From an optimization exercise on the open Yosys and OpenROAD flow, aimed at small area; shortcuts taken in it are not production practice.
The RTL was checked by simulation tests, not by an equivalence proof against the original design.
Power and IR drop assume default switching activity.

## constraint.sdc

```tcl
create_clock -name core_clock -period 6.0 [get_ports {clk}]
set_input_delay 1.2000 -clock core_clock [delete_from_list [all_inputs] [get_ports {clk}]]
set_output_delay 1.2000 -clock core_clock [all_outputs]
set_load 0.01 [all_outputs]
```

## run.sh

```bash
#!/bin/bash
# synth_recipe.tcl (not shown) runs the flow's synth.tcl, then flattens the netlist and writes it again
# the make line also repeats each setting of config.mk as NAME=value (left out here)
make -C /OpenROAD-flow-scripts/flow DESIGN_CONFIG=/design/flow/config.mk WORK_HOME=/design/flow/orfs CLKGATE_MAP_FILE= SYNTH_SCRIPT=/design/flow/synth_recipe.tcl finish
```

## config.mk

```make
export PLATFORM = sky130hd
export DESIGN_NAME = regfile_mp
export DESIGN_NICKNAME = regfile_mp
export VERILOG_FILES = /design/flow/design.v
export SDC_FILE = /design/flow/constraint.sdc
export NUM_CORES = 8
export LEC_CHECK = 0
export CAP_MARGIN = 20
export CORE_MARGIN = 2
export CORE_UTILIZATION = 40
export SLEW_MARGIN = 20
export SYNTH_HIERARCHICAL = 1
```

## design.v

```verilog
package regfile_pkg;
    localparam int DEF_DATA_W = 32;
    localparam int DEF_ADDR_W = 5;
    localparam int REG_ZERO   = 0;
endpackage
module rf_o22ai (input logic a1, a2, b1, b2, output logic y);
    assign y = ~((a1 | a2) & (b1 | b2));
endmodule
module rf_a222oi (input logic a1, a2, b1, b2, c1, c2, output logic y);
    assign y = ~((a1 & a2) | (b1 & b2) | (c1 & c2));
endmodule
module rf_nand2 (input logic a, b, output logic y);
    assign y = ~(a & b);
endmodule
module rf_nand3 (input logic a, b, c, output logic y);
    assign y = ~(a & b & c);
endmodule
module rf_nand4 (input logic a, b, c, d, output logic y);
    assign y = ~(a & b & c & d);
endmodule
module rf_mux2i (input logic a0, a1, s, output logic y);
    assign y = ~(s ? a1 : a0);
endmodule
module rf_or3 (input logic a, b, c, output logic y);
    assign y = a | b | c;
endmodule
module rf_xor2 (input logic a, b, output logic y);
    assign y = a ^ b;
endmodule
module rf_xnor2 (input logic a, b, output logic y);
    assign y = ~(a ^ b);
endmodule
module rf_sel31 (input logic [31:1] sel, input logic [31:1] d, output logic y);
    logic [10:0] t;
    logic [2:0]  u;
    genvar g;
    generate
        for (g = 0; g < 10; g++) begin : g_l1
            rf_a222oi u_a (.a1(sel[3*g+1]), .a2(d[3*g+1]),
                           .b1(sel[3*g+2]), .b2(d[3*g+2]),
                           .c1(sel[3*g+3]), .c2(d[3*g+3]), .y(t[g]));
        end
    endgenerate
    rf_nand2 u_n31 (.a(sel[31]), .b(d[31]), .y(t[10]));
    rf_nand4 u_u0 (.a(t[0]), .b(t[1]), .c(t[2]), .d(t[3]), .y(u[0]));
    rf_nand4 u_u1 (.a(t[4]), .b(t[5]), .c(t[6]), .d(t[7]), .y(u[1]));
    rf_nand3 u_u2 (.a(t[8]), .b(t[9]), .c(t[10]), .y(u[2]));
    rf_or3   u_y  (.a(u[0]), .b(u[1]), .c(u[2]), .y(y));
endmodule
import regfile_pkg::*;
module regfile_scoreboard
#(
    parameter int ADDR_W = DEF_ADDR_W
) (
    input  logic                    clk,
    input  logic                    reset_n,
    input  logic [(1<<ADDR_W)-1:1]  wsel,
    input  logic                    rsv_req,
    input  logic [ADDR_W-1:0]       rsv_addr,
    output logic                    rsv_ok,
    output logic [(1<<ADDR_W)-1:1]  free,
    output logic [ADDR_W:0]         busy_cnt
);
    localparam int DEPTH = 1 << ADDR_W;
    logic [DEPTH-1:1] free_reg;
    logic [DEPTH-1:1] free_next;
    logic [DEPTH-1:1] rreq;
    logic [ADDR_W:0]  cnt_reg;
    logic             wr_free, wr_any, wr_clear;
    genvar gi;
    generate
        for (gi = 1; gi < DEPTH; gi++) begin : g_busy
            logic keep, take;
            assign rreq[gi] = rsv_req && (rsv_addr == ADDR_W'(gi));
            assign keep = reset_n && !wsel[gi];
            assign take = reset_n && rreq[gi];
            rf_mux2i u_nx (.a0(keep), .a1(take), .s(free_reg[gi]), .y(free_next[gi]));
        end
    endgenerate
    rf_sel31 u_rok (.sel(rreq), .d(free_reg), .y(rsv_ok));
    rf_sel31 u_wfr (.sel(wsel), .d(free_reg), .y(wr_free));
    assign wr_any   = |wsel;
    assign wr_clear = wr_any && !wr_free;
    always_ff @(posedge clk) begin
        free_reg <= free_next;
        if (!reset_n)
            cnt_reg <= '0;
        else if (rsv_ok != wr_clear)
            cnt_reg <= rsv_ok ? cnt_reg + 1'b1 : cnt_reg - 1'b1;
    end
    assign free     = free_reg;
    assign busy_cnt = cnt_reg;
endmodule
import regfile_pkg::*;
module regfile_mp
#(
    parameter int DATA_W = DEF_DATA_W,
    parameter int ADDR_W = DEF_ADDR_W,
    parameter int NUM_RD = 2
) (
    input  logic                     clk,
    input  logic                     reset_n,
    input  logic                     we,
    input  logic [ADDR_W-1:0]        wa,
    input  logic [DATA_W-1:0]        wd,
    input  logic [NUM_RD*ADDR_W-1:0] ra,
    output logic [NUM_RD*DATA_W-1:0] rd,
    output logic [NUM_RD-1:0]        rd_busy,
    input  logic                     rsv_req,
    input  logic [ADDR_W-1:0]        rsv_addr,
    output logic                     rsv_ok,
    output logic [ADDR_W:0]          busy_cnt
);
    localparam int DEPTH = 1 << ADDR_W;
    logic                phase;
    logic [DATA_W-1:0]   nwp;
    logic [DEPTH-1:1]    wsel;
    logic [DEPTH-1:1]    free_vec;
    logic [DATA_W-1:0]   col [DEPTH-1:1];    
    always_ff @(posedge clk)
        phase <= reset_n && !phase;
    regfile_scoreboard #(
        .ADDR_W (ADDR_W)
    ) u_scoreboard (
        .clk      (clk),
        .reset_n  (reset_n),
        .wsel     (wsel),
        .rsv_req  (rsv_req),
        .rsv_addr (rsv_addr),
        .rsv_ok   (rsv_ok),
        .free     (free_vec),
        .busy_cnt (busy_cnt)
    );
    genvar gi, gj, gk;
    generate
        for (gj = 0; gj < DATA_W; gj++) begin : g_col
            rf_xor2 u_nwp (.a(wd[gj]), .b(phase), .y(nwp[gj]));
        end
        for (gi = 1; gi < DEPTH; gi++) begin : g_row
            logic              sel, nsel;
            logic [DATA_W-1:0] q, d;
            assign wsel[gi] = we && (wa == ADDR_W'(gi));
            assign sel      = wsel[gi] || !reset_n;
            assign nsel     = !(wsel[gi] && reset_n);
            for (gj = 0; gj < DATA_W; gj++) begin : g_bit
                rf_o22ai u_d (.a1(q[gj]), .a2(sel), .b1(nsel), .b2(nwp[gj]), .y(d[gj]));
            end
            always_ff @(posedge clk)
                q <= d;
            assign col[gi] = q;
        end
        for (gk = 0; gk < NUM_RD; gk++) begin : g_rd
            logic [ADDR_W-1:0] ra_k;
            logic [DEPTH-1:1]  rsel;
            logic              flip, nz, free_sel;
            assign ra_k = ra[gk*ADDR_W +: ADDR_W];
            for (gi = 1; gi < DEPTH; gi++) begin : g_dec
                assign rsel[gi] = (ra_k == ADDR_W'(gi));
            end
            assign nz   = (ra_k != '0);
            assign flip = phase && nz;
            for (gj = 0; gj < DATA_W; gj++) begin : g_bit
                logic [DEPTH-1:1] dcol;
                logic             m;
                for (gi = 1; gi < DEPTH; gi++) begin : g_tap
                    assign dcol[gi] = col[gi][gj];
                end
                rf_sel31 u_sel (.sel(rsel), .d(dcol), .y(m));
                rf_xor2  u_out (.a(m), .b(flip), .y(rd[gk*DATA_W + gj]));
            end
            rf_sel31 u_bsel (.sel(rsel), .d(free_vec), .y(free_sel));
            assign rd_busy[gk] = nz && !free_sel;
        end
    endgenerate
endmodule
```

==> impl_metrics.env, run 1 <==
export IMPL_run_status="failed layout checks"
export IMPL_violations="negative setup slack"
export IMPL_setup_ws_ps=-168
export IMPL_ys_flop_type="dfxtp_1"
export IMPL_cts_buffers=105
export IMPL_synth_nets=3656
export IMPL_ant_nets=0
export IMPL_largest_reg_flops=992
export IMPL_synth_cells=3595
export IMPL_path_delay_family="simple AND/OR/NAND/NOR gates"
export IMPL_fin_skew_ps=38.2
export IMPL_cts_sinks=1030
export IMPL_synth_cell_types=50
export IMPL_wl_per_cell_microns=37.5
export IMPL_max_cap_violations=0
export IMPL_power_density_nw_per_um2=348
export IMPL_cts_tree="built"
export IMPL_vias=43900
export IMPL_dp_hpwl_microns=119000
export IMPL_start_util_pct=40.3
export IMPL_path_clk_slew_ps=60
export IMPL_die_width_microns=316
export IMPL_crit_required_ps=4800
export IMPL_dp_worst_setup_slack_ps=-193
export IMPL_clk_latency_ps=700
export IMPL_slowest_stage="nor2_2"
export IMPL_synth_edf_count=0
export IMPL_first_pass_iters=15
export IMPL_cts_max_path_buffers=3
export IMPL_syn_to_final_growth_pct=28.5
export IMPL_drv_slew=0
export IMPL_die_height_microns=316
export IMPL_path_cells="clkdlybuf4s50_1, buf_4, or3_4, nor2_2, a222oi_1, nand4_1, buf_4, or3_1, xor2_1, clkdlybuf4s50_1"
export IMPL_hold_viol=0
export IMPL_avgSynthCellArea_sq_um=10.8
export IMPL_critPathCaptureType="primary output"
export IMPL_grt_setup_unrepaired="true"
export IMPL_fin_nets=4171
export IMPL_syn_area_sq_um=38900
export IMPL_critPathKind="primary input to primary output"
export IMPL_place_gp_congestion=0.966
export IMPL_drcViolationCount=0
export IMPL_grt_overflow_total=0
export IMPL_vias_per_cell=8.01
export IMPL_coreArea_sq_um=96600
export IMPL_cts_root_buf="clkbuf_16"
export IMPL_finalSetupViolCount=21
export IMPL_wl_microns=205000
export IMPL_grt_pass1_wl_microns=282000
export IMPL_period_share_pct=103
export IMPL_first_global_vias=40400
export IMPL_ys_seq_elements=1030
export IMPL_ios=129
export IMPL_dp_cells=5229
export IMPL_critPathMaxFanout=15
export IMPL_leakage_nw=18.0
export IMPL_num_rows=114
export IMPL_worstMarginPinSlew_ps=1390
export IMPL_startpoint_type="primary input"
export IMPL_port_buffers=128
export IMPL_grtUsageTotal_pct=38.4
export IMPL_drive_gt1_share_pct=16.1
export IMPL_yosys_warnings=9
export IMPL_max_vdd_ir_drop_mv=0.287
export IMPL_hold_class="flip-flop to flip-flop"
export IMPL_fp_dieArea_sq_um=99800
export IMPL_synthArstFlopShare_pct=0
export IMPL_cpPeakStageDelay_ps=1080
export IMPL_cp_num_buf_inv=4
export IMPL_maxSlewHeadroom_pct=7.34
export IMPL_drt_iter0_drc=11500
export IMPL_htree_levels=3
export IMPL_ys_seq_area_share_pct=53.0
export IMPL_antenna_found_initial=10
export IMPL_timing_final_crit_period_ps=6170
export IMPL_cts_hold_fix_buffers=0
export IMPL_final_cells=5480
export IMPL_grt_max_degree=75
export IMPL_fmax_mhz=162
export IMPL_arrival_ps=4970
-- report_power, final --
part | internal [mW] | switching [mW] | leakage, nW
Sequential | 7.41 | 0.447 | 8.63
Clock | 4.07 | 2.87 | 1.80
Combinational | 1.05 | 1.54 | 7.52
-- final timing paths --
| kind | startpoint | end | cells after the start | slack [ps] |
|---|---|---|---|---|
| min reg2reg | g_row[23].q[22] | g_row[23].q[22] | 1 | 470 |
| max | ra[8] | rd[35] | 10 | -170 |
| max reg2reg | u_scoreboard.free_reg[1] | u_scoreboard.cnt_reg[5] | 10 | 2560 |
| min | g_row[23].q[22] | g_row[23].q[22] | 1 | 470 |
-- logic make-up after synthesis --
| kind of cell | synth area share [%] |
|---|---|
| multiplexers | 0.952 |
| XOR/XNOR | 2.23 |
| AO/OA/AOI/OAI | 34.2 |
| buffers and inverters | 0.453 |
| AND/OR/NAND/NOR | 9.01 |
| flip-flops | 53.0 |
| adder cells (fa/ha/maj) | 0.180 |
-- timing repair --
| action | in CTS | in global routing |
|---|---|---|
| buffers inserted | 3 | 26 |
| endpoints found under the setup margin | 34 | 48 |
| gates resized for setup | 4 | 16 |
| pin swaps | 10 | 20 |
| cloned | 7 | 9 |
-- worst reg2reg max path, delay by kind of cell, from the launching register on --
kind            cells  cell delay (ps)
compound gates      4             1140
simple gates        3             1030
flops               1              370
buf+inv             1              320
fa+ha+maj           1              300
mux                 1              210
-- cells in the mapped netlist (all sizes together), types with 2 or more instances --
cell type  number  area share [%]
nand3         109             1.4
inv             4           0.039
o22ai         992              16
o21a            3           0.058
nand4bb         3           0.087
and4bb          3           0.096
nand4b          3           0.068
o21ai          35            0.45
nand3b          7            0.14
nand4         142             2.3
mux2i          37            0.95
xnor2           2           0.064
clkbuf         29            0.28
ha              4            0.13
or2             4           0.064
o21ba           2           0.051
or3b            6            0.14
buf             8            0.13
nor2b          35            0.56
nor2          161             1.6
nor3            3           0.039
and2b           3           0.061
xor2           96             2.2
or3            70             1.1
nand2b         13            0.21
nor4            7            0.13
and4b           3           0.077
a211oi          2           0.039
a222oi        680              17
nand2          86            0.83
dfxtp        1030              53
-- metal layers --
metal | up-vias | global-route usage [%] | wire length [microns]
met4 | 12 | 24.3 | 16200
met1 | 21100 | 49.8 | 72500
met2 | 4326 | 52.6 | 80300
li1 | 17400 | - | -
met3 | 1010 | 15.3 | 36200
met5 | - | 0.710 | 217
-- final cells by class --
class	count	area, sq um
diodes	6	15.0
clock buffers	161	3210
clock inverters	34	467
fillers	8636	46600
inverters	4	15.0
multi-input cells	2540	19700
flip-flops and latches	1030	20600
well taps	1276	1600
repair buffers	429	4370
-- placed cells by master, fill, tap and decap left out, types with 4 or more instances in the layout --
master	Yosys	final
dfxtp_1	1030	1029
o22ai_1	992	992
a222oi_1	680	680
buf_4	0	241
nand4_1	142	142
clkdlybuf4s50_1	0	126
clkbuf_16	0	107
nor2_1	161	99
nand2_1	86	84
nand3_1	109	78
nor2_4	0	68
or3_1	70	68
xor2_1	96	64
buf_12	0	46
mux2i_1	37	37
nor2b_1	35	35
clkbuf_8	0	33
nand3_2	0	31
o21ai_4	0	31
clkbuf_1	28	21
xor2_4	0	18
xor2_2	0	14
clkinv_2	0	14
nand2b_1	13	12
buf_16	0	12
nor2_2	0	10
bufinv_16	0	9
nand3b_1	7	7
diode_2	0	6
nor4_1	6	6
clkinvlp_4	0	5
or3b_4	0	4
inv_1	4	4
o21ai_0	35	4
ha_1	4	4
-- per-module statistics from Yosys, one instance, submodules excluded, excerpt --
module      cell area [sq um]  copies in the design  flip-flops and latches
rf_mux2i                 10.0                    31                       0
rf_nand3                 5.00                    68                       0
rf_a222oi                10.0                   680                       0
rf_nand4                 6.26                   136                       0
regfile_mp              21100                     1                     993
rf_o22ai                 6.26                   992                       0
rf_nand2                 3.75                    68                       0
-- metrics by stage --
stage	hold slack [ps]	setup TNS [ps]	total power, mW	area, sq um	util [%]
detailed placement	459	-1480	10.4	45700	47.3
CTS	468	0	17.2	49500	51.2
finish	467	-1520	17.4	50000	51.8
global placement	450	-1590	10.4	45500	47.1
floorplan	442	0	9.11	38900	-
global route	479	-138	17.8	50000	51.7
==> inputs of run 2 (changes only) <==
--- a/config.mk
+++ b/config.mk
@@ -7,6 +7,6 @@
 export LEC_CHECK = 0
 export CAP_MARGIN = 20
 export CORE_MARGIN = 2
-export CORE_UTILIZATION = 40
+export CORE_UTILIZATION = 70
 export SLEW_MARGIN = 20
 export SYNTH_HIERARCHICAL = 1
==> run 2 against run 1 <==
  * The run now fails in global routing (5_1_grt)
  * Synthesized cell count is the same
  * Area after synthesis is the same
==> impl_metrics.env, run 2 <==
export IMPL_cts_sinks=1030
export IMPL_htree_levels=3
export IMPL_die_width_microns=240
export IMPL_synth_edf_count=0
export IMPL_run_status="did not finish"
export IMPL_start_util_pct=70.8
export IMPL_cts_max_path_buffers=3
export IMPL_syn_area_sq_um=38900
export IMPL_synthTopCellsByArea="dfxtp_1 (53%), a222oi_1 (17%), o22ai_1 (16%)"
export IMPL_synth_cell_types=50
export IMPL_num_rows=86
export IMPL_firstError="[ERROR GRT-0232] Routing congestion too high. Check the congestion heatmap in the GUI."
export IMPL_antenna_found_initial=26
export IMPL_synth_nets=3656
export IMPL_ys_flop_type="dfxtp_1"
export IMPL_yosys_area_top_type="dfxtp_1"
export IMPL_ys_seq_area_share_pct=53.0
export IMPL_worst_path_end_type="primary output"
export IMPL_cts_root_buf="clkbuf_16"
export IMPL_avgSynthCellArea_sq_um=10.8
export IMPL_ys_seq_elements=1030
export IMPL_netlist_area_leader_share_pct=53.0
export IMPL_grt_max_degree=60
export IMPL_stop_stage="global routing (5_1_grt)"
export IMPL_grt_overflow_total=5
export IMPL_dp_worst_setup_slack_ps=-162
export IMPL_die_height_microns=240
export IMPL_ios=129
export IMPL_port_buffers=128
export IMPL_yosys_warnings=9
export IMPL_dp_hpwl_microns=117000
export IMPL_place_area_sq_um=44300
export IMPL_grtUsageTotal_pct=79.1
export IMPL_netlist_top_cells_count="dfxtp_1 (1030), o22ai_1 (992), a222oi_1 (680)"
export IMPL_synthArstFlopShare_pct=0
export IMPL_place_gp_congestion=1.10
export IMPL_dp_cells=4682
export IMPL_cts_buffers=98
export IMPL_synth_cells=3595
export IMPL_crit_endpoint="rd[37]"
export IMPL_yosysMostFrequentCell="dfxtp_1"
## run 2: cell counts after synthesis
No cell type changed its count.
## run 2: worst max-delay path by stage
| stage | end | cells past startpoint |
|---|---|---|
| 3_5_place_dp | rd[13] | 10 |
| 4_1_cts | rd[13] | 9 |
| 3_3_place_gp | rd[13] | 10 |
| 2_1_floorplan | rd[32] | 6 |
## run 2: per-module statistics from Yosys, one instance, submodules excluded, a selection
| module | cell area [sq um] | cells inside | flops+latches |
|---|---|---|---|
| regfile_mp | 21100 | 1228 | 993 |
| rf_o22ai | 6.26 | 1 | 0 |
| rf_nand2 | 3.75 | 1 | 0 |
| rf_nand4 | 6.26 | 1 | 0 |
| rf_xor2 | 8.76 | 1 | 0 |
| rf_mux2i | 10.0 | 1 | 0 |
| rf_a222oi | 10.0 | 1 | 0 |
| rf_or3 | 6.26 | 1 | 0 |
| rf_nand3 | 5.00 | 1 | 0 |
## run 2: logic make-up after synthesis
group	share of synthesized area, %
buf+inv	0.453
compound gates	34.2
simple gates	9.01
flops	53.0
xor+xnor	2.23
mux	0.952
fa+ha+maj	0.180
## run 2: routing by layer
| layer | overflow | global-route usage [%] |
|---|---|---|
| met1 | 0 | 82.6 |
| met2 | 4 | 90.4 |
| met3 | 0 | 68.3 |
| met4 | 1 | 70.2 |
| met5 | 0 | 48.8 |
## run 2: per-stage QoR
step	util [%]	TNS (ps)
after global placement	80.4	-118
after detailed placement	80.6	-221
after floorplan	-	0
after CTS	86.9	-179
## run 2: power by group through the flow
stage	Clock, mW	Sequential (mW)	Combinational [mW]
3_5_place_dp	0	8.00	2.38
3_3_place_gp	0	7.93	2.28
4_1_cts	6.48	7.88	2.42
2_1_floorplan	0	7.88	1.23
## run 2: what timing repair did
item | in CTS
setup buffers | 4
setup endpoints to repair | 5
hold buffers | 0
gates cloned | 4
resized for setup | 1
pin swaps | 9

static timing again, ports no longer ideal:
No port has a modelled driver above. Below, the same layout with a new extraction and two added sets of constraints. Step 1: set_driving_cell puts a clkbuf_16 on clk and a buf_2 on each other input, an assumption about the parent block. Step 2 moves the port delays by t, midway between the first and last clock arrival at a register: inputs arrive t later, outputs are due t later. That takes back most of the time a late clock gives input paths. Slacks: no drivers / after step 1 / after step 2; pairs: no drivers / after step 1.
run: run 1
t, ns: 0.760
setup slack, ns: -0.168 / -0.209 / -0.209
worst data-port slew with drivers (ns): 0.11
The setup slack of run 1 moves by -0.041 ns with the drivers and by -0.041 ns with both steps.
